Source: an optimization exercise on an open RTL-to-GDS flow (aim: small area, a short achievable clock period and few clock cycles). Production flows keep margins and buffers that such runs may drop. Only simulation tests tie the RTL to the original design; equivalence was not proved. No activity file was given, so power comes from the tool's default toggle rates.

==> flow/design.v, too long to show whole: its modules and the start of the top module <==
// module image_buffer: 94 lines
// module reg_bank: 120 lines
// module frame_sequencer: 150 lines
// module conv_kernel: 2000 lines
// module bias_unit: 79 lines
// module cnn_accel_top: 136 lines
module cnn_accel_top (
	input  wire logic                      clk,
	input  wire logic                      rstn,
	input  wire logic                      req_i,
	input  wire logic                      we_i,
	input  wire logic [REG_AW-1:0]         addr_i,
	input  wire logic [DATA_W-1:0]         wdata_i,
	output      logic                      ack_o,
	output      logic [DATA_W-1:0]         rdata_o,
	output      logic [N_KERN*PIX_W-1:0]   out_pixel_o,
	output      logic                      out_valid_o
);
  // ...
==> flow/flow/run.sh <==
#!/bin/bash
set -uo pipefail
bash standard.sh SETUP_SLACK_MARGIN=10.5 \
	"BUFFER_PORTS_ARGS=-buffer_cell sky130_fd_sc_hd__buf_4" finish > standard.log 2>&1
rc=$?
tail -n 40 standard.log
exit $rc
==> flow/standard.sh <==
#!/bin/bash
# synth_recipe.tcl (not shown) runs the flow's synth.tcl, then flattens the netlist and writes it again
# the make line also repeats each setting of config.mk as NAME=value (left out here)
make -C /OpenROAD-flow-scripts/flow DESIGN_CONFIG=/design/flow/config.mk WORK_HOME=/design/flow/orfs CLKGATE_MAP_FILE= SYNTH_SCRIPT=/design/flow/synth_recipe.tcl "${@:-finish}"
==> flow/config.mk <==
export PLATFORM = sky130hd
export DESIGN_NAME = cnn_accel_top
export DESIGN_NICKNAME = cnn_accel_top
export VERILOG_FILES = /design/flow/design.v
export SDC_FILE = /design/flow/constraint.sdc
export NUM_CORES = 4
export LEC_CHECK = 0
export ABC_AREA = 1
export CAP_MARGIN = 20
export CORE_MARGIN = 2
export CORE_UTILIZATION = 65
export CTS_CLUSTER_DIAMETER = 50
export CTS_CLUSTER_SIZE = 24
export SLEW_MARGIN = 20
==> flow/constraint.sdc <==
create_clock -name core_clock -period 15.0 [get_ports {clk}]
set_input_delay 3.0000 -clock core_clock [delete_from_list [all_inputs] [get_ports {clk}]]
set_output_delay 3.0000 -clock core_clock [all_outputs]
set_load 0.01 [all_outputs]
==> impl_metrics.env, run 1 <==
export IMPL_worst_skew_pair_late_latency_ns=1.03
export IMPL_postLayoutCellArea_um2=177000
export IMPL_floorplan_core_area_um2=244000
export IMPL_clock_tree_buffer_depth=4
export IMPL_worstPathCellList="inv_1 > ha_2 > clkinvlp_4 > ha_1 > nand2_1 > inv_1 > a221oi_1 > o21ai_0 > o21ai_0 > nand2_1 > nand2_4 > clkinvlp_4 > nand2_1 > nand2_1 > inv_1 > nand3_1 > nand2_1 > a21oi_1"
export IMPL_flow_area_growth_from_synthesis_pct=10.9
export IMPL_dpl_cell_area_um2=163000
export IMPL_yosys_mux_area_fraction_pct=0.0510
export IMPL_multi_input_comb_area_um2=74000
export IMPL_critPathMostFrequentCell="nand2_1"
export IMPL_area_share_sequential_pct=42.8
export IMPL_internal_power_mw=17.1
export IMPL_routed_wl_met3_mm=89.2
export IMPL_cp_buffers_inverters=5
export IMPL_max_flop_register="i_image_buffer.g_slot.q"
export IMPL_combPwrFrac_pct=31.9
export IMPL_worstHoldPathCells=0
export IMPL_vdd_ir_drop_worst_mv=0.151
export IMPL_clkSlewWorstSetupHoldPaths_ns=0.10
export IMPL_status="timing/DRC/antenna clean"
export IMPL_switching_power_mw=10.2
export IMPL_p_leak_nw=78.1
export IMPL_flip_flop_and_latch_area_um2=75700
export IMPL_crit_path_from="i_reg_bank.width_o[2]"
export IMPL_cp_slowest_cell="dfrtp_1"
export IMPL_placed_cells=18900
export IMPL_tns_ns=0
export IMPL_worst_setup_path_type="reg2reg"
export IMPL_grt_setup_unrepaired="yes"
export IMPL_synthDominantCellAreaShare_pct=36.7
export IMPL_detail_route_vias_per_cell=6.35
export IMPL_async_reset_ff_share_pct=2.57
export IMPL_layout_multi_input_combinational_cell_count=9580
Testbench counts, summed over its fixed seeds: cycles 12,534.
==> inputs of run 2 (changes only) <==
--- a/flow/config.mk
+++ b/flow/config.mk
@@ -9,6 +9,6 @@
 export CAP_MARGIN = 20
 export CORE_MARGIN = 2
 export CORE_UTILIZATION = 65
-export CTS_CLUSTER_DIAMETER = 50
-export CTS_CLUSTER_SIZE = 24
+export CTS_CLUSTER_DIAMETER = 60
+export CTS_CLUSTER_SIZE = 30
 export SLEW_MARGIN = 20
==> impl_metrics.env, run 2 <==
export IMPL_status="timing/DRC/antenna clean"
export IMPL_global_route_wire_length_before_repair_mm=828
export IMPL_worst_hold_path_type="reg2reg"
export IMPL_flow_area_growth_from_synthesis_pct=9.23
export IMPL_synthMostInstantiatedCell="dfxtp_1"
export IMPL_port_buffers=107
export IMPL_yosys_mux_area_fraction_pct=0.0510
export IMPL_critical_path_arrival_ns=5.38
export IMPL_synth_ff_latch_count=3506
export IMPL_die_y_um=499
export IMPL_syn_cell_area_um2=160000
export IMPL_netlist_top_cells_count="dfxtp_1 (2926), nand2_1 (2198), inv_1 (2101), fa_1 (1263), xor2_1 (1161)"
export IMPL_fin_worst_skew_ns=0.106
export IMPL_cts_tree="built"
export IMPL_track_usage_pct=46.3
export IMPL_timing_critical_path_to_type="flop"
export IMPL_worst_skew_pair_late_latency_ns=0.93
export IMPL_synth_xor_area_share_pct=6.60
export IMPL_num_io_pins=108
export IMPL_edff_count_synth=490
export IMPL_first_iter_violations=17900
export IMPL_dp_final_hpwl_mm=432
export IMPL_synthesis_instances=16000
export IMPL_first_global_vias=121000
export IMPL_synth_adder_area_share_pct=18.5
export IMPL_synth_compound_gate_area_share_pct=11.2
export IMPL_reg_largest_list="i_image_buffer.g_slot.q: 2048 flops, i_reg_bank.weight_o: 288 flops"
export IMPL_crit_path_from="addr_i[4]"
export IMPL_setup_worst_path_start_class="primary input"
export IMPL_p_leak_nw=76.7
export IMPL_yosys_warnings=7
export IMPL_rows=181
export IMPL_clkSlewWorstSetupHoldPaths_ns=0.11
export IMPL_post_route_drc_count=0
export IMPL_max_freq_mhz=218
export IMPL_whs_ns=0.288
export IMPL_cts_inserted_buffers=192
export IMPL_worst_setup_path_type="in2reg"
export IMPL_floorplan_core_area_um2=244000
export IMPL_fillers=16800
export IMPL_grt_max_degree=71
export IMPL_post_route_insts_no_fill=19500
export IMPL_yosys_most_used_dff="dfxtp_1"
export IMPL_max_flop_register="i_image_buffer.g_slot.q"
export IMPL_simple_logic_cell_fraction_of_the_synthesized_area_pct=9.22
export IMPL_numClockSinks=3506
export IMPL_slew_viol_final=0
export IMPL_final_common_cell="dfxtp_1"
export IMPL_post_synth_cell_area_avg_um2=9.95
export IMPL_critPathMaxFanout=31
export IMPL_finalCriticalPeriod_ns=4.59
export IMPL_grt_overflow_total=0
export IMPL_fin_total_pwr_mw=25.4
export IMPL_post_synth_top_area_cell="dfxtp_1"
export IMPL_clock_tree_root_cell="clkbuf_16"
export IMPL_routability_driven_placement_congestion_ratio=1.07
export IMPL_detail_route_wl_per_cell_um=30.3
export IMPL_synthDominantCellAreaShare_pct=36.7
export IMPL_final_layout_size_suffix_gt1_share_pct=9.01
export IMPL_synthTopCellsByArea="dfxtp_1 (37%), fa_1 (16%), edfxtp_1 (9.2%)"
export IMPL_antenna_found_initial=67
export IMPL_synth_top_family_by_area="adder cells"
export IMPL_cts_htree_levels=4
export IMPL_slew_limit_headroom_pct=7.35
export IMPL_placed_cells=18900
export IMPL_vdd_ir_drop_worst_mv=0.157
export IMPL_clock_tree_buffer_depth=3
export IMPL_detail_route_vias_per_cell=6.33
export IMPL_reg2reg_from="i_frame_sequencer.mid_q[3]"
export IMPL_mappedNetlistNets=17700
export IMPL_setup_failing_eps_final=0
export IMPL_grt_setup_unrepaired="yes"
export IMPL_antenna_violating_nets_post_route=0
export IMPL_hold_sp="i_image_buffer.g_slot[92].q[1]"
export IMPL_detail_route_wirelength_mm=589
export IMPL_tightestPinTransition_ns=1.39
export IMPL_async_reset_ff_share_pct=2.57
export IMPL_yosysUniqueCellTypes=67
export IMPL_tns_ns=0
export IMPL_mostFrequentLayoutCells="dfxtp_1 (2882), nand2_1 (2151), inv_1 (2040)"
export IMPL_synth_yosys_seq_area_share_pct=47.4
export IMPL_required_ns=15.79
export IMPL_drt_pre_antenna_iters=11
export IMPL_initial_core_util_pct=65.5
export IMPL_die_w_um=499
export IMPL_finalHoldViolCount=0
export IMPL_largest_register_ffs=2048
export IMPL_fp_dieArea_um2=249000
export IMPL_cap_violations=0
export IMPL_fin_nets=17700
export IMPL_routed_via_count=123000
export IMPL_power_density_nw_per_um2=146
export IMPL_layout_worst_path_cycle_share_pct=30.6
## run 2: cell counts after synthesis
Identical to the previous run, type by type.
## run 2: critical path: stages
cell       delay [ns]
buf_4            0.11
inv_1            0.05
nor2_1           0.23
inv_1            0.17
nor2_1           0.14
inv_1            0.08
nor2_2           0.08
buf_4            0.60
nand2_1          0.41
o2111ai_1        0.22
a221oi_1         0.09
o2111ai_1        0.12
## run 2: logic make-up (layout without fill, tap and decap cells)
kind of cell / after synthesis / count (layout)
multiplexers: 8 / 8
buffers and inverters: 2950 / 3125
other: 0 / 47
adder cells (fa/ha/maj): 1607 / 1607
AO/OA/AOI/OAI: 3141 / 3141
flip-flops: 3506 / 3506
XOR/XNOR: 1202 / 1202
AND/OR/NAND/NOR: 3622 / 3622
## run 2: worst paths after layout
| path | cells past startpoint | end | slack, ns |
|---|---|---|---|
| worst max-delay path | 12 | i_reg_bank.rdata_o[25] | 10.41 |
| worst min-delay path | 0 | i_image_buffer.g_slot[91].q[1] | 0.29 |
| worst max register to register | 12 | g_kern[2].i_conv_kernel.c3_q[10] | 10.46 |
| worst min register to register | 0 | i_image_buffer.g_slot[91].q[1] | 0.29 |
| max in group asynchronous | 2 | i_bias_unit.sel_q[2] | 11.50 |
| min in group asynchronous | 1 | i_reg_bank.height_o[3] | 2.14 |
## run 2: layout make-up
type	count	area (um2)	area share (%)
flip-flops and latches	3506	75700	43.4
multi-input cells	9580	74100	42.5
inverters	2261	8650	4.96
clock buffers	212	4980	2.86
repair buffers	550	4780	2.75
well taps	3202	4010	2.30
clock inverters	101	1930	1.11
diodes	47	118	0.0675
repair inverters	1	5.00	0.00287
## run 2: where the power goes
part / leakage, nW / internal [mW] / switching (mW)
clock network: 3.28 / 2.67 / 3.56
logic: 44.0 / 2.82 / 5.80
registers: 29.4 / 10.1 / 0.434
## run 2: repair_timing
item	CTS	global route
setup endpoints to repair	300	246
pin swaps	10	83
gates resized for setup	236	283
gates cloned	7	4
endpoints found under the hold margin	0	0
setup buffers	112	126
hold buffers	0	0
## run 2: per-layer routing
metal | global-route usage, % | up-vias | routed length, um | share of wire [%]
met3 | 18.6 | 2137 | 87000 | 15
met4 | 28.3 | 42 | 44100 | 7.5
met5 | 1.16 | - | 976 | 0.17
met2 | 66.2 | 9408 | 246000 | 42
li1 | - | 51700 | - | -
met1 | 58.7 | 59900 | 211000 | 36
## run 2: metrics by stage
stage	utilization [%]	area (um2)	setup slack [ns]
2_1_floorplan	-	160000	10.49
5_1_grt	71.5	174000	10.39
6_report	71.5	174000	10.41
3_5_place_dp	67.0	163000	9.45
3_3_place_gp	67.0	163000	9.54
4_1_cts	70.6	172000	10.45

## afterwards: timing with drivers on the ports
In the flow no input, the clock included, has a driving cell. The finished layouts below were timed again as built, in two steps.
Step 1 (the two cells are an assumption about what drives the block):
set clk [get_ports {clk}]
set_driving_cell -lib_cell sky130_fd_sc_hd__clkbuf_16 $clk
set_driving_cell -lib_cell sky130_fd_sc_hd__buf_2 [delete_from_list [all_inputs] $clk]
Step 2, shift: input delay + t, output delay - t, t = (earliest + latest rising clock arrival at the registers) / 2. This alone moves slack from input paths to output paths.
Three values: no drivers, after step 1, after step 2; two values: the first two.
run | shift t [ns] | setup slack, ns | worst register clock-pin slew, ns | cell pins on the clock port's net
run 1 | 1.053 | 10.376 / 10.344 / 9.409 | 0.10 / 0.10 | 1
run 2 | 0.996 | 10.411 / 10.367 / 9.371 | 0.12 / 0.12 | 1
After both steps setup and hold are still met in every run listed. The setup slack of run 2, which loses most, moves by -0.044 ns with the drivers and by -1.040 ns with both steps.
